Source: an optimization exercise on an open RTL-to-GDS flow (aim: small area). Production flows keep margins and buffers that such runs may drop.
At most, simulation tests tie the RTL to the original design; equivalence was not proved.
No functional check of the RTL was part of run 4.
Power figures rest on the tool's default switching activity, not on a simulated workload.

==> design.v <==
package tetris_pkg;
    localparam int board_wide = 10;
    localparam int board_high = 20;
    localparam logic [3:0] spawn_x = 4'd4;
    function automatic logic [15:0] shape_box(input logic [2:0] piece, input logic [1:0] rot);
        case ({piece, rot})
            5'b001_00, 5'b001_10: shape_box = 16'h000F;
            5'b001_01, 5'b001_11: shape_box = 16'h1111;
            5'b010_00, 5'b010_01,
            5'b010_10, 5'b010_11: shape_box = 16'h0033;
            5'b011_00:            shape_box = 16'h0027;
            5'b011_01:            shape_box = 16'h0232;
            5'b011_10:            shape_box = 16'h0072;
            5'b011_11:            shape_box = 16'h0131;
            5'b100_00, 5'b100_10: shape_box = 16'h0036;
            5'b100_01, 5'b100_11: shape_box = 16'h0231;
            5'b101_00, 5'b101_10: shape_box = 16'h0063;
            5'b101_01, 5'b101_11: shape_box = 16'h0132;
            5'b110_00:            shape_box = 16'h0071;
            5'b110_01:            shape_box = 16'h0113;
            5'b110_10:            shape_box = 16'h0047;
            5'b110_11:            shape_box = 16'h0322;
            5'b111_00:            shape_box = 16'h0074;
            5'b111_01:            shape_box = 16'h0311;
            5'b111_10:            shape_box = 16'h0017;
            5'b111_11:            shape_box = 16'h0223;
            default:              shape_box = 16'h0000;
        endcase
    endfunction
    function automatic logic [2:0] shape_width(input logic [2:0] piece, input logic [1:0] rot);
        case (piece)
            3'd1:    shape_width = rot[0] ? 3'd1 : 3'd4;
            3'd2:    shape_width = 3'd2;
            3'd0:    shape_width = 3'd0;
            default: shape_width = rot[0] ? 3'd2 : 3'd3;
        endcase
    endfunction
    function automatic logic [2:0] shape_height(input logic [2:0] piece, input logic [1:0] rot);
        case (piece)
            3'd1:    shape_height = rot[0] ? 3'd4 : 3'd1;
            3'd2:    shape_height = 3'd2;
            3'd0:    shape_height = 3'd0;
            default: shape_height = rot[0] ? 3'd3 : 3'd2;
        endcase
    endfunction
endpackage
module piece_shape (
    input  logic [2:0]       piece,
    input  logic [3:0]       pos_x,
    input  logic [4:0]       pos_y,
    input  logic [1:0]       rot,
    output logic [3:0][9:0]  cols,
    output logic [19:0]      rows
);
    logic [15:0]     box;
    logic [3:0][3:0] turn;
    logic [9:0]      in_x;
    assign box = tetris_pkg::shape_box(piece, rot);
    always_comb begin
        for (int j = 0; j < 4; j++) begin
            for (int i = 0; i < 4; i++) begin
                logic [1:0] dy;
                logic [1:0] dx;
                dy         = 2'(j) - pos_y[1:0];
                dx         = 2'(i) - pos_x[1:0];
                turn[j][i] = box[{dy, dx}];
            end
        end
        for (int c = 0; c < 10; c++) begin
            in_x[c] = pos_x <= 4'(c) && 5'(c) <= 5'(pos_x) + 5'd3;
        end
        for (int j = 0; j < 4; j++) begin
            for (int c = 0; c < 10; c++) begin
                cols[j][c] = in_x[c] & turn[j][c % 4];
            end
        end
        for (int r = 0; r < 20; r++) begin
            rows[r] = pos_y <= 5'(r) && 6'(r) <= 6'(pos_y) + 6'd3;
        end
    end
endmodule
module board_row (
    input  logic       clk,
    input  logic       keep,      
    input  logic       pull,      
    input  logic       put,       
    input  logic       in_box,    
    input  logic [9:0] above,
    input  logic [9:0] cols,      
    output logic [9:0] cells,
    output logic       hit,
    output logic       full
);
    always_ff @(posedge clk) begin
        cells <= ({10{keep}} & cells) | ({10{pull}} & above) | ({10{put}} & cols);
    end
    assign hit  = in_box & |(cells & cols);
    assign full = &cells;
endmodule
module board_map (
    input  logic              clk,
    input  logic              rst_n,
    input  logic [3:0][9:0]   cols,
    input  logic [19:0]       rows,
    input  logic              land_en,
    input  logic              shift_en,
    input  logic [4:0]        shift_row,
    input  logic              clear_en,
    input  logic              board_ok,
    output logic              hit,
    output logic              full_found,
    output logic [4:0]        full_row,
    input  logic [4:0]        row_sel,
    output logic [9:0]        row_bits
);
    logic [19:0][9:0] fallen;
    logic [19:0]      row_hit;
    logic [19:0]      row_full;
    for (genvar r = 0; r < 20; r++) begin : g_row
        logic sh;
        assign sh = shift_en && shift_row == 5'(r);
        board_row i_row (
            .clk   (clk),
            .keep  (!sh && !clear_en),
            .pull  (r == 0 ? 1'b0 : sh),
            .put   (land_en & rows[r]),
            .in_box(rows[r]),
            .above (fallen[r == 0 ? 0 : r - 1]),
            .cols  (cols[r % 4]),
            .cells (fallen[r]),
            .hit   (row_hit[r]),
            .full  (row_full[r])
        );
    end
    assign hit = |row_hit;
    always_comb begin
        full_found = 1'b0;
        full_row   = '0;
        for (int r = 0; r < 20; r++) begin
            if (row_full[r]) begin
                full_found = 1'b1;
                full_row   = 5'(r);
            end
        end
    end
    logic [19:0] pick;
    always_comb begin
        for (int r = 0; r < 20; r++) begin
            pick[r] = row_sel == 5'(r) && board_ok;
        end
        row_bits = '0;
        for (int r = 0; r < 20; r++) begin
            row_bits = row_bits | ({10{pick[r]}} & fallen[r]);
        end
    end
endmodule
module score_counter (
    input  logic        clk,
    input  logic        rst_n,
    input  logic        clear,
    input  logic        incr,
    output logic [15:0] score
);
    logic [3:0][3:0] digit;
    logic [3:0] at_nine;
    logic [4:0] carry;
    assign score = digit;
    always_comb begin
        carry[0] = 1'b1;
        for (int k = 0; k < 4; k++) begin
            at_nine[k]   = digit[k][3] & digit[k][0];
            carry[k + 1] = carry[k] & at_nine[k];
        end
    end
    always_ff @(posedge clk or negedge rst_n) begin
        if (!rst_n) begin
            digit <= '0;
        end else if (clear) begin
            digit <= '0;
        end else if (incr && !carry[4]) begin
            for (int k = 0; k < 4; k++) begin
                if (carry[k]) begin
                    digit[k] <= at_nine[k] ? 4'd0 : digit[k] + 4'd1;
                end
            end
        end
    end
endmodule
module game_ctrl #(
    parameter int GRAVITY_CYCLES = 3000
) (
    input  logic        clk,
    input  logic        rst_n,
    input  logic [2:0]  cmd,
    input  logic        cmd_req,
    output logic        cmd_ack,
    input  logic [2:0]  next_piece,
    output logic [3:0]  tst_pos_x,
    output logic [4:0]  tst_pos_y,
    output logic [1:0]  tst_rot,
    input  logic        hit,
    output logic        land_en,
    output logic        shift_en,
    output logic [4:0]  shift_row,
    output logic        board_ok,
    output logic        clear_en,
    input  logic        full_found,
    input  logic [4:0]  full_row,
    output logic        score_clear,
    output logic        score_incr,
    output logic        playing,
    output logic        game_over,
    output logic [2:0]  cur_piece,
    output logic [3:0]  piece_x,
    output logic [4:0]  piece_y,
    output logic [1:0]  piece_rot
);
    localparam int grav_w = 12;
    localparam logic [11:0] grav_last = 12'h489;
    localparam logic [2:0] st_idle  = 3'b000;
    localparam logic [2:0] st_over  = 3'b001;
    localparam logic [2:0] st_play  = 3'b100;
    localparam logic [2:0] st_land  = 3'b101;
    localparam logic [2:0] st_clear = 3'b110;
    localparam logic [2:0] st_spawn = 3'b111;
    logic [2:0]        state;
    logic              in_play;
    logic              stable;
    logic              pending;
    logic              take;
    logic              do_start;
    logic              grav_fire;
    logic [grav_w-1:0] grav_cnt;
    logic              shifting;
    logic              go_left;
    logic              go_right;
    logic              go_rot;
    logic              go_down;
    logic              wall_ok;
    logic              move_ok;
    assign in_play   = state == st_play;
    assign stable    = !state[2] || state[1:0] == 2'b00;
    assign take      = cmd_req && !cmd_ack && !pending && stable;
    assign do_start  = take && cmd == 3'd0;
    assign grav_fire = in_play && !take && !pending && grav_cnt == grav_last;
    assign go_left  = take && cmd == 3'd1;
    assign go_right = take && cmd == 3'd2;
    assign go_rot   = take && cmd == 3'd3;
    assign go_down  = in_play && !go_left && !go_right && !go_rot;
    logic [3:0] flip_x;
    logic [4:0] flip_y;
    logic [1:0] flip_r;
    always_comb begin
        flip_x[0] = go_left | go_right;
        for (int k = 1; k < 4; k++) begin
            flip_x[k] = flip_x[k-1] & (go_right ? piece_x[k-1] : !piece_x[k-1]);
        end
        flip_y[0] = go_down;
        for (int k = 1; k < 5; k++) begin
            flip_y[k] = flip_y[k-1] & piece_y[k-1];
        end
        flip_r = {go_rot & piece_rot[0], go_rot};
    end
    assign tst_pos_x = piece_x ^ flip_x;
    assign tst_pos_y = piece_y ^ flip_y;
    assign tst_rot   = piece_rot ^ flip_r;
    logic is_i;
    logic is_o;
    logic flat;
    assign is_i = cur_piece == 3'd1;
    assign is_o = cur_piece == 3'd2;
    assign flat = !piece_rot[0];
    always_comb begin
        logic [3:0] x_max_right;    
        logic [3:0] x_max_turn;     
        logic [4:0] y_max_turn;     
        logic [4:0] y_max_down;     
        if (is_i && flat) begin
            x_max_right = 4'd5; x_max_turn = 4'd9; y_max_turn = 5'd16; y_max_down = 5'd18;
        end else if (is_i) begin
            x_max_right = 4'd8; x_max_turn = 4'd6; y_max_turn = 5'd19; y_max_down = 5'd15;
        end else if (is_o) begin
            x_max_right = 4'd7; x_max_turn = 4'd8; y_max_turn = 5'd18; y_max_down = 5'd17;
        end else if (flat) begin
            x_max_right = 4'd6; x_max_turn = 4'd8; y_max_turn = 5'd17; y_max_down = 5'd17;
        end else begin
            x_max_right = 4'd7; x_max_turn = 4'd7; y_max_turn = 5'd18; y_max_down = 5'd16;
        end
        if (go_left) begin
            wall_ok = piece_x != 4'd0;
        end else if (go_right) begin
            wall_ok = piece_x <= x_max_right;
        end else if (go_rot) begin
            wall_ok = piece_x <= x_max_turn && piece_y <= y_max_turn;
        end else begin
            wall_ok = piece_y <= y_max_down;
        end
    end
    assign move_ok = wall_ok && !hit;
    assign land_en     = state == st_land;
    assign shift_en    = state == st_clear && shifting;
    assign board_ok    = state != st_idle;
    assign clear_en    = do_start;
    assign score_clear = do_start;
    assign score_incr  = state == st_clear && !shifting && full_found;
    assign playing   = state[2];
    assign game_over = state == st_over;
    always_ff @(posedge clk or negedge rst_n) begin
        if (!rst_n) begin
            cmd_ack <= 1'b0;
            pending <= 1'b0;
        end else begin
            if (take) begin
                pending <= 1'b1;
            end else if (stable) begin
                pending <= 1'b0;
            end
            cmd_ack <= (pending && stable) || (cmd_ack && cmd_req);
        end
    end
    assign shifting  = grav_cnt[5];
    assign shift_row = grav_cnt[4:0];
    always_ff @(posedge clk) begin
        if (state == st_clear) begin
            grav_cnt <= '0;
            if (shifting) begin
                grav_cnt[5]   <= shift_row != 5'd0;
                grav_cnt[4:0] <= shift_row - 5'd1;
            end else begin
                grav_cnt[5]   <= full_found;
                grav_cnt[4:0] <= full_row;
            end
        end else if (!in_play || take || grav_fire) begin
            grav_cnt <= '0;
        end else begin
            grav_cnt <= {grav_cnt[10:0], ~(grav_cnt[11] ^ grav_cnt[10] ^ grav_cnt[9] ^ grav_cnt[3])};
        end
    end
    always_ff @(posedge clk or negedge rst_n) begin
        if (!rst_n) begin
            state     <= st_idle;
            cur_piece <= 3'd0;
            piece_x   <= '0;
            piece_y   <= '0;
            piece_rot <= '0;
        end else begin
            case (state)
                st_idle, st_over, st_play: begin
                    if (do_start) begin
                        cur_piece <= next_piece;
                        piece_x   <= tetris_pkg::spawn_x;
                        piece_y   <= '0;
                        piece_rot <= '0;
                        state     <= st_spawn;
                    end else if (in_play && (take || grav_fire)) begin
                        if (move_ok) begin
                            piece_x   <= tst_pos_x;
                            piece_y   <= tst_pos_y;
                            piece_rot <= tst_rot;
                        end else if (go_down) begin
                            state <= st_land;
                        end
                    end
                end
                st_land: begin
                    state <= st_clear;
                end
                st_clear: begin
                    if (!shifting && !full_found) begin
                        cur_piece <= next_piece;
                        piece_x   <= tetris_pkg::spawn_x;
                        piece_y   <= '0;
                        piece_rot <= '0;
                        state     <= st_spawn;
                    end
                end
                st_spawn: begin
                    state <= hit ? st_over : st_play;
                end
                default: begin
                    state <= st_idle;
                end
            endcase
        end
    end
endmodule
module tetris_core (
    input  logic        clk,
    input  logic        rst_n,
    input  logic [2:0]  cmd,
    input  logic        cmd_req,
    output logic        cmd_ack,
    input  logic [2:0]  next_piece,
    output logic        playing,
    output logic        game_over,
    output logic [15:0] score,
    output logic [2:0]  cur_piece,
    output logic [3:0]  piece_x,
    output logic [4:0]  piece_y,
    output logic [1:0]  piece_rot,
    input  logic [4:0]  row_sel,
    output logic [9:0]  row_bits
);
    localparam int GRAVITY_CYCLES = 3000;
    logic             score_clear;
    logic             score_incr;
    logic [3:0]       tst_pos_x;
    logic [4:0]       tst_pos_y;
    logic [1:0]       tst_rot;
    logic [3:0][9:0]  tst_cols;
    logic [19:0]      tst_rows;
    logic             hit;
    logic             land_en;
    logic             shift_en;
    logic [4:0]       shift_row;
    logic             clear_en;
    logic             board_ok;
    logic             full_found;
    logic [4:0]       full_row;
    game_ctrl #(
        .GRAVITY_CYCLES(GRAVITY_CYCLES)
    ) i_game_ctrl (
        .clk        (clk),
        .rst_n      (rst_n),
        .cmd        (cmd),
        .cmd_req    (cmd_req),
        .cmd_ack    (cmd_ack),
        .next_piece (next_piece),
        .tst_pos_x  (tst_pos_x),
        .tst_pos_y  (tst_pos_y),
        .tst_rot    (tst_rot),
        .hit        (hit),
        .land_en    (land_en),
        .shift_en   (shift_en),
        .shift_row  (shift_row),
        .board_ok   (board_ok),
        .clear_en   (clear_en),
        .full_found (full_found),
        .full_row   (full_row),
        .score_clear(score_clear),
        .score_incr (score_incr),
        .playing    (playing),
        .game_over  (game_over),
        .cur_piece  (cur_piece),
        .piece_x    (piece_x),
        .piece_y    (piece_y),
        .piece_rot  (piece_rot)
    );
    piece_shape i_tst_shape (
        .piece(cur_piece),
        .pos_x(tst_pos_x),
        .pos_y(tst_pos_y),
        .rot  (tst_rot),
        .cols (tst_cols),
        .rows (tst_rows)
    );
    board_map i_board_map (
        .clk       (clk),
        .rst_n     (rst_n),
        .cols      (tst_cols),
        .rows      (tst_rows),
        .land_en   (land_en),
        .shift_en  (shift_en),
        .shift_row (shift_row),
        .clear_en  (clear_en),
        .board_ok  (board_ok),
        .hit       (hit),
        .full_found(full_found),
        .full_row  (full_row),
        .row_sel   (row_sel),
        .row_bits  (row_bits)
    );
    score_counter i_score_counter (
        .clk  (clk),
        .rst_n(rst_n),
        .clear(score_clear),
        .incr (score_incr),
        .score(score)
    );
endmodule
==> flow/run.sh <==
#!/bin/bash
# Standard ORFS layout with an area-oriented ABC mapping (no adder
# extraction, no buffering or upsizing in ABC), small port buffers and a
# clock tree without dummy loads.
set -uo pipefail
here=$(pwd)
export FLOW_ABC_SCRIPT=$here/flow/area.script
bash standard.sh \
  SYNTH_SCRIPT=$here/flow/synth.tcl \
  ADDER_MAP_FILE= \
  "BUFFER_PORTS_ARGS=-buffer_cell sky130_fd_sc_hd__buf_1" \
  "CTS_ARGS=-sink_clustering_enable -repair_clock_nets -dont_use_dummy_load -buf_list sky130_fd_sc_hd__clkbuf_8 -sink_clustering_size 12 -sink_clustering_max_diameter 90" \
  finish > $here/orfs_make.log 2>&1
==> flow/area.script <==
&get -n
&st
&dch
&nf -R 1000 -p -C 32
&put
strash
&get -n
&st
&dch
&nf -R 1000 -p -C 32
&put
==> flow/synth.tcl <==
# synth_recipe.tcl with one change: the ABC mapping script is the area
# script beside this file instead of ORFS's speed script
proc synth {args} { yosys synth -nofsm -noshare {*}$args }
proc abc {args} {
  set i [lsearch -exact $args -script]
  if { $i >= 0 } {
    lset args [expr {$i + 1}] $::env(FLOW_ABC_SCRIPT)
  }
  yosys abc {*}$args
}
source $::env(SCRIPTS_DIR)/synth.tcl
# left out here: clear keep_hierarchy, flatten, clean up, hide names made inside functions, write 1_2_yosys.v
==> standard.sh <==
#!/bin/bash
# synth_recipe.tcl (not shown) runs the flow's synth.tcl, then flattens the netlist and writes it again
# the make line also repeats each setting of config.mk as NAME=value (left out here)
make -C /OpenROAD-flow-scripts/flow DESIGN_CONFIG=/design/flow/config.mk WORK_HOME=/design/flow/orfs CLKGATE_MAP_FILE= SYNTH_SCRIPT=/design/flow/synth_recipe.tcl "${@:-finish}"
==> config.mk <==
export PLATFORM = sky130hd
export DESIGN_NAME = tetris_core
export DESIGN_NICKNAME = tetris_core
export VERILOG_FILES = /design/flow/design.v
export SDC_FILE = /design/flow/constraint.sdc
export NUM_CORES = 4
export LEC_CHECK = 0
export CAP_MARGIN = 20
export CELL_PAD_IN_SITES_DETAIL_PLACEMENT = 1
export CELL_PAD_IN_SITES_GLOBAL_PLACEMENT = 1
export CORE_MARGIN = 2
export CORE_UTILIZATION = 40
export GPL_TIMING_DRIVEN = 0
export SETUP_SLACK_MARGIN = 0.9
export SLEW_MARGIN = 20
==> constraint.sdc <==
create_clock -name core_clock -period 10.0 [get_ports {clk}]
set_input_delay 2.0000 -clock core_clock [delete_from_list [all_inputs] [get_ports {clk}]]
set_output_delay 2.0000 -clock core_clock [all_outputs]
set_load 0.01 [all_outputs]
==> results of run 1 <==
==> layout make-up <==
class | count | area share (%)
Clock buffer | 24 | 2.24
Tap cell | 442 | 3.75
Multi-Input combinational cell | 1163 | 51.9
Timing Repair Buffer | 76 | 2.79
Inverter | 177 | 4.51
Sequential cell | 247 | 34.8
==> cells by family (layout without fill, tap and decap cells) <==
group           after synthesis  in the layout  share of synthesized area [%]
simple gates                615            615                           21.3
buf+inv                     177            277                           5.03
flops                       247            247                           38.8
compound gates              513            513                           32.5
xor+xnor                     30             30                           1.99
mux                           5              5                          0.426
==> through the flow <==
step / hold WS [ps] / TNS (ps) / area, um2
6_report: 467 / 0 / 14700
5_1_grt: 495 / 0 / 14700
4_1_cts: 473 / 0 / 14700
3_5_place_dp: 452 / 0 / 14400
3_3_place_gp: 431 / -73170 / 14000
2_1_floorplan: 424 / 0 / 13200
==> worst max-delay path by stage <==
stage                             end  depth (start not counted)  slack, ps
6_report       i_game_ctrl.piece_y[1]                         30       1840
5_1_grt        i_game_ctrl.piece_y[1]                         30       1160
4_1_cts        i_game_ctrl.piece_y[1]                         23       1710
3_5_place_dp   i_game_ctrl.piece_y[1]                         23       1120
3_3_place_gp   i_game_ctrl.piece_x[2]                         23       -740
2_1_floorplan  i_game_ctrl.piece_x[2]                         19       2130
==> report_power, final <==
part	internal, mW	switching [mW]
registers	1.18	0.393
clock network	0.214	0.365
logic	0.691	2.09
==> synth_stat cells (all sizes together), types with 2 or more instances <==
master  count
a211oi      4
a21boi      2
a21oi      57
a221oi     10
a222oi    274
a22oi      42
a31oi      14
a32o       13
and2       15
and3        5
and4        4
clkinv    177
dfrtp      35
dfxtp     212
mux2        5
nand2     206
nand2b     13
nand3      47
nand3b      5
nand4      64
nor2      168
nor2b      12
nor3       54
nor3b       7
nor4        5
o211ai     10
o21ai      57
o21bai      3
o22ai       4
o31ai      13
o41ai       2
or2         6
or3         2
xnor2      20
xor2       10
==> worst max-delay path: cells and delay by family <==
kind / cells / cell delay [ps]
AND/OR/NAND/NOR: 15 / 3560
AO/OA/AOI/OAI: 12 / 2410
buffers and inverters: 2 / 250
XOR/XNOR: 1 / 420
==> layer usage <==
metal	up-vias	GRT usage, %	wire, um
met5	-	0	0
met4	0	20.7	4170
met3	238	6.32	7170
met2	1037	55.5	27400
met1	7514	50.9	26200
li1	6612	-	-
==> registers in the layout, summed over array words and instances, names as in the netlist <==
signal                         count
i_game_ctrl.pending                1
i_game_ctrl.piece_y                5
i_game_ctrl.state                  3
i_score_counter.digit             16
i_game_ctrl.piece_x                4
i_game_ctrl.cmd_ack                1
i_game_ctrl.piece_rot              2
i_game_ctrl.cur_piece              3
i_game_ctrl.grav_cnt              12
i_board_map.g_row.i_row.cells    200
==> results.txt, run 1 <==
- Setup-failing EPs final: 0
- Most common flop cell mapped by yosys: dfxtp_1
- Number of gates resized after cts: 0
- Final min period: 8160 ps
- Ys async rst share: roughly 14%
- Warnings from Yosys: 5
- H-tree levels: 1
- Max IR drop VDD: 0.407 mV
- Post-CTS setup buffer count: 0
- Hold Crit Class: flop to flop
- Die ar.: 0.0345 mm2
- Unique masters post-synth: 45
- Die Width: 186 um
- CTS Hold Bufs: 0
- CP Data Arrival Time: 8650 ps
- Pwr/cell area: 335 mW/mm2
- Chip Height: 186 um
- CP peak stage delay: 700 ps
- Setup crit end kind: flop
- Worst Skew: 35.6 ps
- Cells after Synth: 1587
- R2R cell count: 29
- GPL Wtd Cong: 0.973
- WL final: 65.0 mm
- Slowest-stage cell, CP: and2_0
- Share of layout cells above drive strength 1: 6.34%
- Worst Hold Depth: 1
- Ant diodes: 0
- Post-Syn Area: 0.0132 mm2
- Crit path launch type: input pin
- Top-area cell type share of the netlist area: 32.1%
- Fillers: 4036
- Post-Place Cells: 2105
- Area of the multi-input gates: roughly 0.0077 mm2
- Crit Path Max Fanout: 22
- First-pass GRT wire length: 96.2 mm
- CP required: 10490 ps
- Hold path startpoint: i_game_ctrl.grav_cnt[7]
- Leak: 4.96 nW
- Hold Path Sink: i_game_ctrl.grav_cnt[8]
- Num ports: 57
- Fin cells: approximately 2100
- Worst r2r dst: i_game_ctrl.piece_y[1]
- Commonest non-fill, non-tap cells in the layout: a222oi_1 (274), dfxtp_1 (212), nand2_1 (206)
- Area Overhead vs Synth: 11.6%
- CTS max path bufs: 3
- Clock latency (worst-skew pair): 600 ps
- Run status: complete, no violations
- Num rows: between 60 and 70
- Port Buffer Count: 56
- Initial DRC count: 3637
- Post-synth top area cell: dfxtp_1
- Post-route setup slack: 1840 ps
- CTS tree: built
- # nets final: 1703
- Initial core utilization: between 40% and 50%
- Place WS: approximately 1100 ps
- Max-Cap Viols: 0
- Vias/cell: approximately 7.2
- Antenna Nets Post-Route: 0
- Worst slew pin tran: 1330 ps
- FF-to-FF Start: i_game_ctrl.state[1]
- Post-synthesis area per instance: 8.32 um2
- Dominant cells by area after synthesis: dfxtp_1 (32%), a222oi_1 (21%), dfrtp_1 (6.6%)
- Largest net degree at the start of global routing: 23
- Final core utilization: 45.3%
- Routed vias: 15400
- Rel. slew slack: between 10% and 20%
- Overall Power: 4.94 mW
- Drt drc: 0
- Clock tree root buffer cell: clkbuf_8
- All-Layer GR Usage: roughly 37%
- Drt wl/cell: between 30 and 40 um
- Final hold viol count: 0
- Commonest non-fill, non-tap cell in the layout: a222oi_1
- Setup CP Type: input pin to flop
- Yosys reg bits: 247
- Reg2reg setup slack: 2700 ps
- Total gr overflow: 0
- Unrepaired setup endpoints after global routing: no
- Slew Viols, Final: 0
- Crit share post-route: 81.6%
- CTS buffer count: 24
- Max Freq: about 0.12 GHz
- Crit path launch: cmd_req
- Clock transition at the registers of the reported paths: 90 ps
- Initial antenna violation count: 0
- Vias in the first global route: 14400
- DPL Wire Length: 47.0 mm
- Post-Syn Nets: 1601
- Post-synth EDFFs: 0
- Seq/Total Area, Yosys: about two fifths
- Critical Path Most Common Cell: nand2_1
- Clock Sinks: 247
- Detailed Routing Iterations Pass 1: 14
- Core Area: 0.0325 mm2
- FF+latch area: 0.00512 mm2
==> run 2: changes to the inputs <==
==> flow/area.script (replaced) <==
strash
dc2
resub -K 8
dc2
&get -n
&st
&dch
&nf -R 1000 -p -C 32
&put
--- a/config.mk
+++ b/config.mk
@@ -5,11 +5,11 @@
 export SDC_FILE = /design/flow/constraint.sdc
 export NUM_CORES = 4
 export LEC_CHECK = 0
-export CAP_MARGIN = 20
+export CAP_MARGIN = 5
 export CELL_PAD_IN_SITES_DETAIL_PLACEMENT = 1
 export CELL_PAD_IN_SITES_GLOBAL_PLACEMENT = 1
 export CORE_MARGIN = 2
 export CORE_UTILIZATION = 40
 export GPL_TIMING_DRIVEN = 0
 export SETUP_SLACK_MARGIN = 0.9
-export SLEW_MARGIN = 20
+export SLEW_MARGIN = 5
==> run 2 against run 1 <==
  * The layout now fails its checks (max-capacitance violations, max-slew violations)
  * Die area increased by 0.71%
  * Fmax is 7.7% lower
  * Clock skew grew 3.3 ps
  * Hold slack better by 5.1 ps
  * Wire length grew 27%
  * Sequential power shrank 19%
  * Combinational power down 13%
  * Utilization increased by 0.15 points
  * Cell count down 0.66%
  * Critical path depth shrank 10
  * Register-to-register slack worse by 840 ps
  * Cell area up 0.59%
==> results.txt, run 2 <==
- Unique masters post-synth: 48 (+6.7%)
- Top-area cell type share of the netlist area: 31.9% (-0.23 points)
- Num ports: 57 (unchanged)
- H-tree levels: 1 (unchanged)
- Commonest non-fill, non-tap cell in the layout: dfxtp_1
- Final core utilization: 45.4% (+0.15 points)
- Drt wl/cell: 39.1 um (+28%)
- Slew Viols, Final: 18 (+18)
- CTS tree: built
- CP Data Arrival Time: 9330 ps (+680 ps)
- Post-synthesis area per instance: 8.48 um2 (+1.9%)
- Hold path startpoint: i_game_ctrl.grav_cnt[6]
- CTS max path bufs: 3 (unchanged)
- Crit Path Max Fanout: 22 (unchanged)
- Most common flop cell mapped by yosys: dfxtp_1
- Hold Crit Class: flop to flop
- Fail Reasons: max-capacitance violations, max-slew violations
- CP peak stage delay: 1330 ps (+630 ps)
- Die ar.: 0.0347 mm2 (+0.71%)
- Hold Path Sink: i_game_ctrl.grav_cnt[7]
- Biggest regs: i_board_map.g_row.i_row.cells (200), i_score_counter.digit (16), i_game_ctrl.grav_cnt (12)
- Initial DRC count: 4072 (+12%)
- Worst slew pin tran: 1550 ps (+218 ps)
- Crit path launch type: input pin
- Max Freq: 0.113 GHz (-7.7%)
- Worst path cell trace: buf_1, nor3b_2, nand3_1, or3_1, nand2_1, nor3_1, a21oi_1, or2_1, nand2_1, nand2_1, o21ai_0, nor2_1, a222oi_1, a41oi_1, nor4_2, o31ai_1, nor2_1, a31oi_1, or3_2, o31ai_1
- CP required: 10480 ps (about the same)
- Reg2reg setup slack: 1860 ps (-840 ps)
- Max-Cap Viols: 2 (+2)
- Initial antenna violation count: 2 (+2)
- Core Area: 0.0326 mm2 (+0.25%)
- NetSw: 2.53 mW (-11%)
- Routed vias: 16700 (+8.6%)
- Antenna Nets Post-Route: 0 (unchanged)
- FF-to-FF Start: i_game_ctrl.state[1]
- Port Buffer Count: 56 (unchanged)
- Net Sw Frac: 59.2% (+1.5 points)
- DPL Wire Length: 60.9 mm (+30%)
- Commonest non-fill, non-tap cells in the layout: dfxtp_1 (212), a222oi_1 (205), nor2_1 (178)
- Unrepaired setup endpoints after global routing: no
- Clock share of power: 13.6% (+1.9 points)
- Rel. slew slack: -3.57% (-15 points)
- Vias in the first global route: 15900 (+10%)
- Clock transition at the registers of the reported paths: 80 ps (about the same)
- Share of layout cells above drive strength 1: 5.27% (-1.1 points)
- Total gr overflow: 0 (unchanged)
- Detailed Routing Iterations Pass 1: 11 (-3)
- Final hold viol count: 0 (unchanged)
- # nets final: 1686 (-1.0%)
- Chip Height: 186 um (+0.36%)
- Cells after Synth: 1569 (-1.1%)
- Max FFs per register: 200 (unchanged)
- Sequential Power Share: 29.8% (-2.1 points)
- Setup CP Type: input pin to flop
- Critical Path Most Common Cell: nand2_1
- R2R cell count: 19 (-34%)
- Ys async rst share: 14.2% (unchanged)
- Post-Syn Nets: 1583 (-1.1%)
- Combinational fraction of design power: 56.5% (about the same)
- Slowest-stage cell, CP: o21ai_0
- All-Layer GR Usage: 45.7% (+8.5 points)
- WL final: 82.7 mm (+27%)
- Post-Syn Area: 0.0133 mm2 (+0.73%)
- Max IR drop VDD: 0.569 mV (+40%)
- Yosys reg bits: 247 (unchanged)
- Post-synth top area cell: dfxtp_1
- Internal power: 1.75 mW (-16%)
- Crit share post-route: 88.5% (+6.9 points)
- Synth top cells by count: dfxtp_1 (212), a222oi_1 (205), nor2_1 (185), nand2_1 (148), clkinv_1 (115)
- First-pass GRT wire length: 116 mm (+21%)
- Worst Hold Depth: 1 (unchanged)
- Clock tree root buffer cell: clkbuf_8
- CTS buffer count: 24 (unchanged)
- Area Overhead vs Synth: 11.4%
- Die Width: 186 um (+0.36%)
- Largest net degree at the start of global routing: 36 (+57%)
- GPL Wtd Cong: 1.09 (+12%)
- Run status: complete, but fails checks
- Crit path max-delay family: simple AND/OR/NAND/NOR gates
- Num rows: 66 (unchanged)
- Setup crit end kind: flop
- Setup-failing EPs final: 0 (unchanged)
- Worst Skew: 39.0 ps (+3.33 ps)
- Largest Register: i_board_map.g_row.i_row.cells
- Leak: 4.81 nW (-3.1%)
- Clock Sinks: 247 (unchanged)
- Seq/Total Area, Yosys: 38.5% (-0.28 points)
- Fin Hold WS: 472 ps (+5.12 ps)
- Vias/cell: 7.91 (+9.3%)
- Final min period: 8850 ps (+685 ps)
- Post-synth EDFFs: 0 (unchanged)
- Dominant cells by area after synthesis: dfxtp_1 (32%), a222oi_1 (15%), dfrtp_1 (6.6%)
- Most numerous cell in the Yosys netlist: dfxtp_1
- Drt drc: 0 (unchanged)
- Worst r2r dst: i_game_ctrl.piece_rot[1]
- Initial core utilization: 40.8% (+0.19 points)
- Overall Power: 4.28 mW (-13%)
- CP Buf/Inv Count: 1 (-1)
- Warnings from Yosys: 5 (unchanged)
- Clock latency (worst-skew pair): 610 ps (about the same)
- Pwr/cell area: 289 mW/mm2 (-14%)
run 2: metal layers:
metal	track usage (%)	vias up	wire length [um]
met3	19.4	448	12900
met1	58.2	8093	31100
met4	29.4	2	6980
met2	63.1	1520	31700
met5	0	-	15
li1	-	6658	-
run 2: what timing repair did:
action | 4_1_cts | 5_1_grt
resized for setup | 12 | 10
hold buffers | 0 | 0
pin swaps | 0 | 0
endpoints found under the setup margin | 13 | 11
setup buffers | 0 | 0
run 2: how the worst max path moves through the flow:
stage / endpoint / cells past startpoint / slack, ps / from
3_5_place_dp: i_game_ctrl.piece_y[1] / 24 / -820 / cmd_req
4_1_cts: i_game_ctrl.piece_rot[1] / 22 / 910 / cmd_req
5_1_grt: i_game_ctrl.piece_rot[1] / 26 / 900 / cmd_req
3_3_place_gp: i_game_ctrl.piece_y[0] / 21 / -2420 / cmd_req
6_report: i_game_ctrl.piece_rot[1] / 20 / 1150 / cmd_req
2_1_floorplan: i_game_ctrl.piece_y[0] / 22 / 1520 / cmd_req
run 2: final cells by class:
class | count | area, um2
clock buffer | 24 | 330
inverter | 115 | 432
sequential | 247 | 5120
fill | 3943 | 17800
timing repair buffer | 77 | 405
tap | 442 | 553
antenna | 3 | 7.51
multi-input combinational | 1207 | 7970
run 2: cell families (layout without fill, tap and decap cells):
| group | Yosys count | after routing | share of synthesized area [%] |
|---|---|---|---|
| and+or+nand+nor | 631 | 631 | 22.6 |
| AOI/OAI and AO/OA | 553 | 553 | 34.1 |
| DFF | 247 | 247 | 38.5 |
| buffers and inverters | 115 | 216 | 3.25 |
| xor gates and xnor gates | 20 | 20 | 1.32 |
| muxes | 3 | 3 | 0.254 |
| other | 0 | 3 | 0 |
run 2: power groups by stage:
stage          Sequential, mW  Combinational, mW  Clock (mW)
2_1_floorplan            1.20               1.17           0
3_3_place_gp             1.27               2.11           0
3_5_place_dp             1.27               2.18           0
4_1_cts                  1.25               2.22       0.584
5_1_grt                  1.27               2.43       0.621
6_report                 1.28               2.42       0.584
run 2: stage by stage:
| step | setup TNS [ps] | setup WS [ps] | cell area [um2] | cells |
|---|---|---|---|---|
| 3_5_place_dp | -9100 | -817 | 14300 | 2085 |
| 4_1_cts | 0 | 911 | 14700 | 2109 |
| 6_report | 0 | 1150 | 14800 | 2115 |
| 5_1_grt | 0 | 901 | 14800 | 2112 |
| 3_3_place_gp | -166670 | -2420 | 14100 | 2067 |
| 2_1_floorplan | 0 | 1520 | 13300 | 1569 |
==> run 3: changes to the inputs <==
--- a/flow/run.sh
+++ b/flow/run.sh
@@ -9,5 +9,5 @@
   SYNTH_SCRIPT=$here/flow/synth.tcl \
   ADDER_MAP_FILE= \
   "BUFFER_PORTS_ARGS=-buffer_cell sky130_fd_sc_hd__buf_1" \
-  "CTS_ARGS=-sink_clustering_enable -repair_clock_nets -dont_use_dummy_load -buf_list sky130_fd_sc_hd__clkbuf_8 -sink_clustering_size 12 -sink_clustering_max_diameter 90" \
+  "CTS_ARGS=-sink_clustering_enable -repair_clock_nets -dont_use_dummy_load -buf_list sky130_fd_sc_hd__clkbuf_8 -sink_clustering_size 14 -sink_clustering_max_diameter 120" \
   finish > $here/orfs_make.log 2>&1
==> flow/area.script (replaced) <==
&get -n
&st
&dch
&nf -R 1000 -p -C 32
&put
strash
&get -n
&st
&dch
&nf -R 1000 -p -C 32
&put
--- a/config.mk
+++ b/config.mk
@@ -5,11 +5,11 @@
 export SDC_FILE = /design/flow/constraint.sdc
 export NUM_CORES = 4
 export LEC_CHECK = 0
-export CAP_MARGIN = 5
+export CAP_MARGIN = 20
 export CELL_PAD_IN_SITES_DETAIL_PLACEMENT = 1
 export CELL_PAD_IN_SITES_GLOBAL_PLACEMENT = 1
 export CORE_MARGIN = 2
 export CORE_UTILIZATION = 40
 export GPL_TIMING_DRIVEN = 0
 export SETUP_SLACK_MARGIN = 0.9
-export SLEW_MARGIN = 5
+export SLEW_MARGIN = 20
==> run 3 against run 2 <==
  * The run now finishes clean
  * Largest cell class unchanged
  * Clock skew up 11 ps
  * Wire length down 22%
  * Register-to-register slack better by 780 ps
  * Sequential share of layout area up 0.30 points
  * Non-clock buffer count down 1
==> results.txt, run 3 <==
- Initial core utilization: 40.6% (-0.19 points)
- Run status: complete, no violations
- Port Buffer Count: 56 (unchanged)
- Post-route setup slack: 1780 ps (+623 ps)
- Area Overhead vs Synth: 11.3%
- Slew Viols, Final: 0 (-18)
- Most common flop cell mapped by yosys: dfxtp_1
- Biggest regs: i_board_map.g_row.i_row.cells (200), i_score_counter.digit (16), i_game_ctrl.grav_cnt (12)
- Post-synth top area cell: dfxtp_1
- Drt wl/cell: 30.5 um (-22%)
- Worst slew pin tran: 1340 ps (-204 ps)
- Max Freq: 0.122 GHz (+7.6%)
- Initial antenna violation count: 0 (-2)
- Max-Cap Viols: 0 (-2)
- Max FFs per register: 200 (unchanged)
- R2R cell count: 29 (+10)
- Worst Skew: 50.2 ps (+11.2 ps)
- Hold Crit Class: flop to flop
- Area of the multi-input gates: 0.00765 mm2 (-4.0%)
- Synth top cells by count: a222oi_1 (274), dfxtp_1 (212), nand2_1 (206), clkinv_1 (177), nor2_1 (168)
- Post-CTS setup buffer count: 0 (unchanged)
- Sequential Power Share: 32.2% (+2.4 points)
- Routed vias: 15400 (-7.8%)
- Clock share of power: 11.0% (-2.6 points)
- CP peak stage delay: 700 ps (-630 ps)
- Post-synthesis area per instance: 8.32 um2 (-1.9%)
- Crit path launch type: input pin
- Clock latency (worst-skew pair): 600 ps (about the same)
- CTS Hold Bufs: 0 (unchanged)
- Num ports: 57 (unchanged)
- Total gr overflow: 0 (unchanged)
- Place WS: 1120 ps (+1930 ps)
- NetSw: 2.84 mW (+12%)
- Ys async rst share: 14.2% (unchanged)
- GPL Wtd Cong: 0.973 (-11%)
- FF-to-FF Start: i_game_ctrl.state[1]
- Combinational fraction of design power: 56.8% (+0.3 points)
- Chip Height: 186 um (-0.35%)
- Worst Hold Depth: 1 (unchanged)
- Crit Path Max Fanout: 22 (unchanged)
- Cells after Synth: 1587 (+1.1%)
- Vias/cell: 7.25 (-8.3%)
- Overall Power: 4.91 mW (+15%)
- Number of gates resized after cts: 0 (-12)
- Commonest non-fill, non-tap cells in the layout: a222oi_1 (274), dfxtp_1 (212), nand2_1 (206)
- Setup crit end kind: flop
- CTS max path bufs: 3 (unchanged)
- Worst r2r dst: i_game_ctrl.piece_x[0]
- Commonest non-fill, non-tap cell in the layout: a222oi_1
- Top-area cell type share of the netlist area: 32.1% (+0.23 points)
- Post-synth EDFFs: 0 (unchanged)
- Largest Register: i_board_map.g_row.i_row.cells
- Final hold viol count: 0 (unchanged)
- Vias in the first global route: 14400 (-9.6%)
- Leak: 4.94 nW (+2.7%)
- CP Data Arrival Time: 8680 ps (-650 ps)
- Crit share post-route: 82.2% (-6.2 points)
- H-tree levels: 1 (unchanged)
- Fillers: 4035 (+2.3%)
- Critical Path Most Common Cell: nand2_1
- Core Area: 0.0325 mm2 (-0.25%)
- Post-Syn Area: 0.0132 mm2 (-0.72%)
- Yosys reg bits: 247 (unchanged)
- Num rows: 66 (unchanged)
- Pwr/cell area: 334 mW/mm2 (+16%)
- CP required: 10450 ps (-30 ps)
- Hold Path Sink: i_game_ctrl.grav_cnt[7]
- Post-Syn Nets: 1601 (+1.1%)
- CTS tree: built
- Rel. slew slack: 10.3% (+14 points)
- Ant diodes: 0 (-3)
- Die ar.: 0.0345 mm2 (-0.71%)
- Reg2reg setup slack: 2640 ps (+780 ps)
- Setup CP Type: input pin to flop
- Seq/Total Area, Yosys: 38.8% (+0.28 points)
- Clock transition at the registers of the reported paths: 100 ps (+20 ps)
- Fin Hold WS: 466 ps (-6.01 ps)
- Dominant cells by area after synthesis: dfxtp_1 (32%), a222oi_1 (21%), dfrtp_1 (6.6%)
- Largest net degree at the start of global routing: 23 (-36%)
- Max IR drop VDD: 0.411 mV (-28%)
- Unique masters post-synth: 45 (-6.3%)
- Clock Sinks: 247 (unchanged)
- Detailed Routing Iterations Pass 1: 14 (+3)
- Internal power: 2.06 mW (+18%)
- Die Width: 186 um (-0.35%)
- DPL Wire Length: 47.0 mm (-23%)
- First-pass GRT wire length: 96.0 mm (-18%)
- All-Layer GR Usage: 37.2% (-8.5 points)
- Antenna Nets Post-Route: 0 (unchanged)
- Drt drc: 0 (unchanged)
- FF+latch area: 0.00512 mm2 (unchanged)
- Net Sw Frac: 57.9% (-1.3 points)
- Initial DRC count: 3458 (-15%)
- Share of layout cells above drive strength 1: 6.18% (+0.91 points)
- Final core utilization: 45.2% (-0.28 points)
- Hold path startpoint: i_game_ctrl.grav_cnt[6]
- Clock tree root buffer cell: clkbuf_8
- CTS buffer count: 21 (-13%)
- Warnings from Yosys: 5 (unchanged)
- Slowest-stage cell, CP: and2_0
- # nets final: 1700 (+0.83%)
- Most numerous cell in the Yosys netlist: a222oi_1
- Unrepaired setup endpoints after global routing: no
- Setup-failing EPs final: 0 (unchanged)
- Final min period: 8220 ps (-623 ps)
- WL final: 64.8 mm (-22%)
[run 3: per-layer routing]
metal  share of wire (%)  vias to the layer above  global-route usage, %
met3                  11                      247                   6.07
met5                   0                        -                      0
met1                  40                     7518                   51.0
met4                 6.9                        0                   21.2
met2                  42                     1040                   55.4
li1                    -                     6608                      -
[run 3: worst max path at each step]
stage	cells after the start	end	startpoint
after global placement	23	i_game_ctrl.piece_x[2]	cmd_req
after floorplan	19	i_game_ctrl.piece_x[2]	cmd_req
after detailed placement	23	i_game_ctrl.piece_y[1]	cmd_req
after global routing	30	i_game_ctrl.piece_y[1]	cmd_req
final	30	i_game_ctrl.piece_x[0]	cmd_req
after CTS	23	i_game_ctrl.piece_x[0]	cmd_req
[run 3: area by class of cell]
cell class,count,share of cell area (%)
repair buffers,76,2.80
multi-input cells,1163,52.1
clock buffers,21,1.97
well taps,442,3.76
flip-flops and latches,247,34.8
inverters,177,4.52
[run 3: through the flow]
step / cells / area, um2 / setup TNS, ps
floorplan: 1587 / 13200 / 0
global placement: 2085 / 14000 / -73170
detailed placement: 2105 / 14400 / 0
CTS: 2126 / 14700 / 0
global route: 2126 / 14700 / 0
finish: 2126 / 14700 / 0
[run 3: worst max-delay path, delay by kind of cell]
family	cells	cell delay (ps)
buffers and inverters	2	250
AO/OA/AOI/OAI	12	2330
XOR/XNOR	1	420
AND/OR/NAND/NOR	15	3640
[run 3: kinds of logic after synthesis]
family                 share of synthesized area (%)
AND/OR/NAND/NOR                                 21.3
AO/OA/AOI/OAI                                   32.5
flip-flops                                      38.8
buffers and inverters                           5.03
XOR/XNOR                                        1.99
multiplexers                                   0.426
[run 3: power groups by stage]
stage               clock network [mW]  registers [mW]  logic [mW]
floorplan                            0            1.44        1.39
global placement                     0            1.57        2.44
detailed placement                   0            1.58        2.66
CTS                              0.553            1.55        2.67
global route                     0.585            1.60        2.90
finish                           0.542            1.58        2.79
==> run 4: changes to the inputs <==
--- a/design.v
+++ b/design.v
@@ -108,6 +108,7 @@
     input  logic              clear_en,
     input  logic              board_ok,
     output logic              hit,
+    input  logic [4:0]        box_y,
     output logic              full_found,
     output logic [4:0]        full_row,
     input  logic [4:0]        row_sel,
@@ -133,15 +134,20 @@
         );
     end
     assign hit = |row_hit;
+    logic [3:0] full_mod;
+    logic [3:0] full_at;
+    logic [1:0] full_dy;
     always_comb begin
-        full_found = 1'b0;
-        full_row   = '0;
+        full_mod = '0;
         for (int r = 0; r < 20; r++) begin
-            if (row_full[r]) begin
-                full_found = 1'b1;
-                full_row   = 5'(r);
-            end
+            full_mod[r % 4] = full_mod[r % 4] | (rows[r] & row_full[r]);
+        end
+        for (int d = 0; d < 4; d++) begin
+            full_at[d] = full_mod[2'(d) + box_y[1:0]];
         end
+        full_found = |full_at;
+        full_dy = full_at[3] ? 2'd3 : full_at[2] ? 2'd2 : full_at[1] ? 2'd1 : 2'd0;
+        full_row = box_y + 5'(full_dy);
     end
     logic [19:0] pick;
     always_comb begin
@@ -465,6 +471,7 @@
         .clear_en  (clear_en),
         .board_ok  (board_ok),
         .hit       (hit),
+        .box_y     (piece_y),
         .full_found(full_found),
         .full_row  (full_row),
         .row_sel   (row_sel),
--- a/flow/run.sh
+++ b/flow/run.sh
@@ -9,5 +9,5 @@
   SYNTH_SCRIPT=$here/flow/synth.tcl \
   ADDER_MAP_FILE= \
   "BUFFER_PORTS_ARGS=-buffer_cell sky130_fd_sc_hd__buf_1" \
-  "CTS_ARGS=-sink_clustering_enable -repair_clock_nets -dont_use_dummy_load -buf_list sky130_fd_sc_hd__clkbuf_8 -sink_clustering_size 14 -sink_clustering_max_diameter 120" \
+  "CTS_ARGS=-sink_clustering_enable -repair_clock_nets -dont_use_dummy_load -buf_list sky130_fd_sc_hd__clkbuf_8 -sink_clustering_size 20 -sink_clustering_max_diameter 60" \
   finish > $here/orfs_make.log 2>&1
==> flow/area.script (replaced) <==
strash
dc2
resub -K 8
dc2
&get -n
&st
&dch
&nf -R 1000 -p -C 32
&put
--- a/config.mk
+++ b/config.mk
@@ -11,5 +11,4 @@
 export CORE_MARGIN = 2
 export CORE_UTILIZATION = 40
 export GPL_TIMING_DRIVEN = 0
-export SETUP_SLACK_MARGIN = 0.9
 export SLEW_MARGIN = 20
==> run 4 against run 3 <==
  * Still clean
  * Combinational power fell by 3%
  * Area after synthesis rose by 2.1%
  * Wire length grew 18%
  * Highest routed layer is now met5
==> results.txt, run 4 <==
- CTS Hold Bufs: 0 (unchanged)
- Setup TNS: 0 ps (unchanged)
- Core Area: 0.0334 mm2 (+2.5%)
- CP required: 10520 ps (+70 ps)
- Fillers: 4070 (+0.87%)
- Commonest non-fill, non-tap cell in the layout: a222oi_1
- # nets final: 1717 (+1.0%)
- Adder-Cell Fraction of Synth Area: 0% (unchanged)
- Num ports: 57 (unchanged)
- Most numerous cell in the Yosys netlist: a222oi_1
- CTS max path bufs: 3 (unchanged)
- Final Instance Area: 0.0151 mm2 (+2.5%)
- WL final: 76.7 mm (+18%)
- Worst slew pin tran: 1270 ps (-73.7 ps)
- Hold path startpoint: i_game_ctrl.grav_cnt[7]
- FF-to-FF Start: i_game_ctrl.state[2]
- Antenna Nets Post-Route: 0 (unchanged)
- Setup crit end kind: flop
- Reg2reg setup slack: 1460 ps (-1180 ps)
- Crit path launch type: input pin
- Slew Viols, Final: 0 (unchanged)
- Overall Power: 5.04 mW (+2.7%)
- Port Buffer Count: 56 (unchanged)
- Ys async rst share: 14.2% (unchanged)
- DPL Wire Length: 56.9 mm (+21%)
- Post-Syn Nets: 1616 (+0.94%)
- Chip Height: 188 um (+1.0%)
- Unique masters post-synth: 57 (+27%)
- Vias in the first global route: 15600 (+8.0%)
- Place WS: -923 ps (-2040 ps)
- Post-Place Cells: 2123 (+0.86%)
- Main combinational cell family by area after synthesis: compound AO/OA/AOI/OAI gates
- Post-synthesis area per instance: 8.42 um2 (+1.1%)
- Clock latency (worst-skew pair): 670 ps (+70 ps)
- Post-synth EDFFs: 0 (unchanged)
- Largest Register: i_board_map.g_row.i_row.cells
- Die Width: 188 um (+1.0%)
- Unrepaired setup endpoints after global routing: no
- Final hold viol count: 0 (unchanged)
- Run status: complete, no violations
- Worst Skew: 122 ps (+72.1 ps)
- Yosys reg bits: 247 (unchanged)
- Dominant cells by area after synthesis: dfxtp_1 (31%), a222oi_1 (19%), dfrtp_1 (6.5%)
- Clock transition at the registers of the reported paths: 80 ps (-20 ps)
- FF+latch area: 0.00512 mm2 (unchanged)
- Slowest-stage cell, CP: nor2_1
- Largest net degree at the start of global routing: 24 (+4.3%)
- Routed vias: 16400 (+6.7%)
- Most common flop cell mapped by yosys: dfxtp_1
- Hold Path Sink: i_game_ctrl.grav_cnt[8]
- Post-route setup slack: 650 ps (-1130 ps)
- Crit share post-route: 93.5% (+11 points)
- Post-synth top area cell: dfxtp_1
- Warnings from Yosys: 5 (unchanged)
- CTS tree: built
- Vias/cell: 7.65 (+5.5%)
- Fin Hold WS: 473 ps (+7.11 ps)
- Rel. slew slack: 15.0% (+4.7 points)
- Clock Sinks: 247 (unchanged)
- Drt drc: 0 (unchanged)
- CP Data Arrival Time: 9870 ps (+1190 ps)
- Crit Path Max Fanout: 22 (unchanged)
- Post-Syn Area: 0.0135 mm2 (+2.1%)
- Total gr overflow: 0 (unchanged)
- Area Overhead vs Synth: 11.7%
- Critical Path Most Common Cell: nor2_1
- Initial core utilization: 40.4% (-0.18 points)
- Multiplexer area fraction after synthesis: 0.807% (+0.38 points)
- Fin cells: 2150 (+1.1%)
- Leak: 4.85 nW (-1.9%)
- Post-synthesis xor/xnor area fraction: 1.95% (-0.041 points)
- Worst r2r dst: i_game_ctrl.piece_y[2]
- Final min period: 9350 ps (+1130 ps)
- Detailed Routing Iterations Pass 1: 12 (-2)
- Max FFs per register: 200 (unchanged)
- Max IR drop VDD: 0.355 mV (-14%)
- Max Freq: 0.107 GHz (-12%)
- Final core utilization: 45.1% (about the same)
- Worst Hold Depth: 1 (unchanged)
- CP peak stage delay: 520 ps (-180 ps)
- First-pass GRT wire length: 110 mm (+15%)
- Share of layout cells above drive strength 1: 6.70% (+0.53 points)
- Post-DP Area: 0.0146 mm2 (+1.8%)
- Drt wl/cell: 35.7 um (+17%)
- Area of the multi-input gates: 0.00800 mm2 (+4.6%)
- R2R cell count: 29 (unchanged)
- Synth top cells by count: a222oi_1 (258), dfxtp_1 (212), nor2_1 (194), nand2_1 (170), clkinv_1 (164)
- Post-CTS setup buffer count: 0 (unchanged)
- Max-Cap Viols: 0 (unchanged)
- Setup-failing EPs final: 0 (unchanged)
- Setup CP Type: input pin to flop
- GPL Wtd Cong: 1.09 (+12%)
- Biggest regs: i_board_map.g_row.i_row.cells (200), i_score_counter.digit (16), i_game_ctrl.grav_cnt (12)
- Top-area cell type share of the netlist area: 31.5% (-0.66 points)
- Initial antenna violation count: 1 (+1)
- Initial DRC count: 3973 (+15%)
- Pwr/cell area: 335 mW/mm2 (+0.20%)
- Seq/Total Area, Yosys: 38.0% (-0.80 points)
- Synth Area in Simple Gates: 21.2% (-0.16 points)
- Clock tree root buffer cell: clkbuf_8
- Hold Crit Class: flop to flop
- CTS buffer count: 26 (+24%)
- Cells after Synth: 1602 (+0.95%)
- Num rows: 67 (+1.5%)
- Number of gates resized after cts: 3 (+3)
- Die ar.: 0.0352 mm2 (+2.1%)
- Compound-Gate Fraction of Synth Area: 33.5% (+1.1 points)
- Commonest non-fill, non-tap cells in the layout: a222oi_1 (258), dfxtp_1 (212), nand2_1 (169)
- H-tree levels: 1 (unchanged)
- All-Layer GR Usage: 42.5% (+5.3 points)
==> run 4: changes by cell type in the layout (fill, tap and decap cells not counted), moves of 16 or more <==
| cell | previous run | this run |
|---|---|---|
| a221o_1 | 0 | 34 |
| nor3_1 | 36 | 54 |
| nand2_1 | 206 | 169 |
| nand3_1 | 47 | 25 |
| a222oi_1 | 274 | 258 |
==> run 4: routing by layer <==
layer,GRT usage [%],wire length (um),up-vias
li1,-,-,6753
met1,55.7,29400,8082
met2,59.2,30400,1263
met3,15.2,11300,340
met4,26.1,5620,2
met5,0,12,-
==> run 4: layout make-up <==
cell class | instances | share of cell area, %
Timing Repair Buffer | 73 | 2.64
Antenna cell | 1 | 0.0166
Clock buffer | 26 | 2.38
Tap cell | 448 | 3.72
Inverter | 164 | 4.09
Sequential cell | 247 | 34.0
Multi-Input combinational cell | 1191 | 53.1
==> run 4: power breakdown <==
group | internal, mW | switching (mW) | leakage (nW)
clock | 0.230 | 0.364 | 0.187
sequential | 1.19 | 0.536 | 2.15
combinational | 0.680 | 2.03 | 2.51
total | 2.10 | 2.93 | 4.85
==> run 4: worst max-delay path by stage <==
| stage | end | start |
|---|---|---|
| after CTS | i_game_ctrl.piece_y[2] | cmd_req |
| after detailed placement | i_game_ctrl.piece_y[2] | cmd_req |
| after floorplan | i_game_ctrl.piece_y[0] | cmd_req |
| final | i_game_ctrl.piece_y[2] | cmd_req |
| after global routing | i_game_ctrl.piece_y[4] | cmd_req |
| after global placement | i_game_ctrl.piece_y[0] | cmd_req |
==> run 4: logic make-up after synthesis <==
family	Yosys count
compound gates	541
xor+xnor	30
buf+inv	164
flops	247
mux	9
simple gates	611
==> run 4: worst max-delay path, delay by kind of cell <==
kind	cells	cell delay, ps
AND/OR/NAND/NOR	16	3720
buffers and inverters	1	130
XOR/XNOR	2	490
AO/OA/AOI/OAI	10	3520

-- re-timing with driven ports --
In the flow no input, the clock included, has a driving cell. The finished layouts below were timed again as built, in two steps. Step 1 assumes that a clkbuf_16 drives the clock port and a buf_2 every other input. Step 2 adds t to the input delays and takes it off the output delays; t is the mean of the earliest and latest rising clock arrival at the registers after step 1. Input paths then give back, and output paths get back, about the clock's delay inside the block. a / b / c = ideal ports / drivers / drivers and shift; a / b = the first two.
run | t (ns) | setup slack, ns | worst setup path at the end | worst slew at a driven data input, ns
run 1 | 0.633 | 1.838 / 1.863 / 1.230 | input to register | 0.03
run 2 | 0.641 | 1.152 / 1.183 / 0.542 | input to register | 0.03
run 3 | 0.624 | 1.776 / 1.799 / 1.175 | input to register | 0.03
run 4 | 0.662 | 0.650 / 0.678 / 0.015 | input to register | 0.04
For run 4, which loses most, drivers alone change the setup slack by +0.028 ns; drivers and shift together by -0.635 ns.
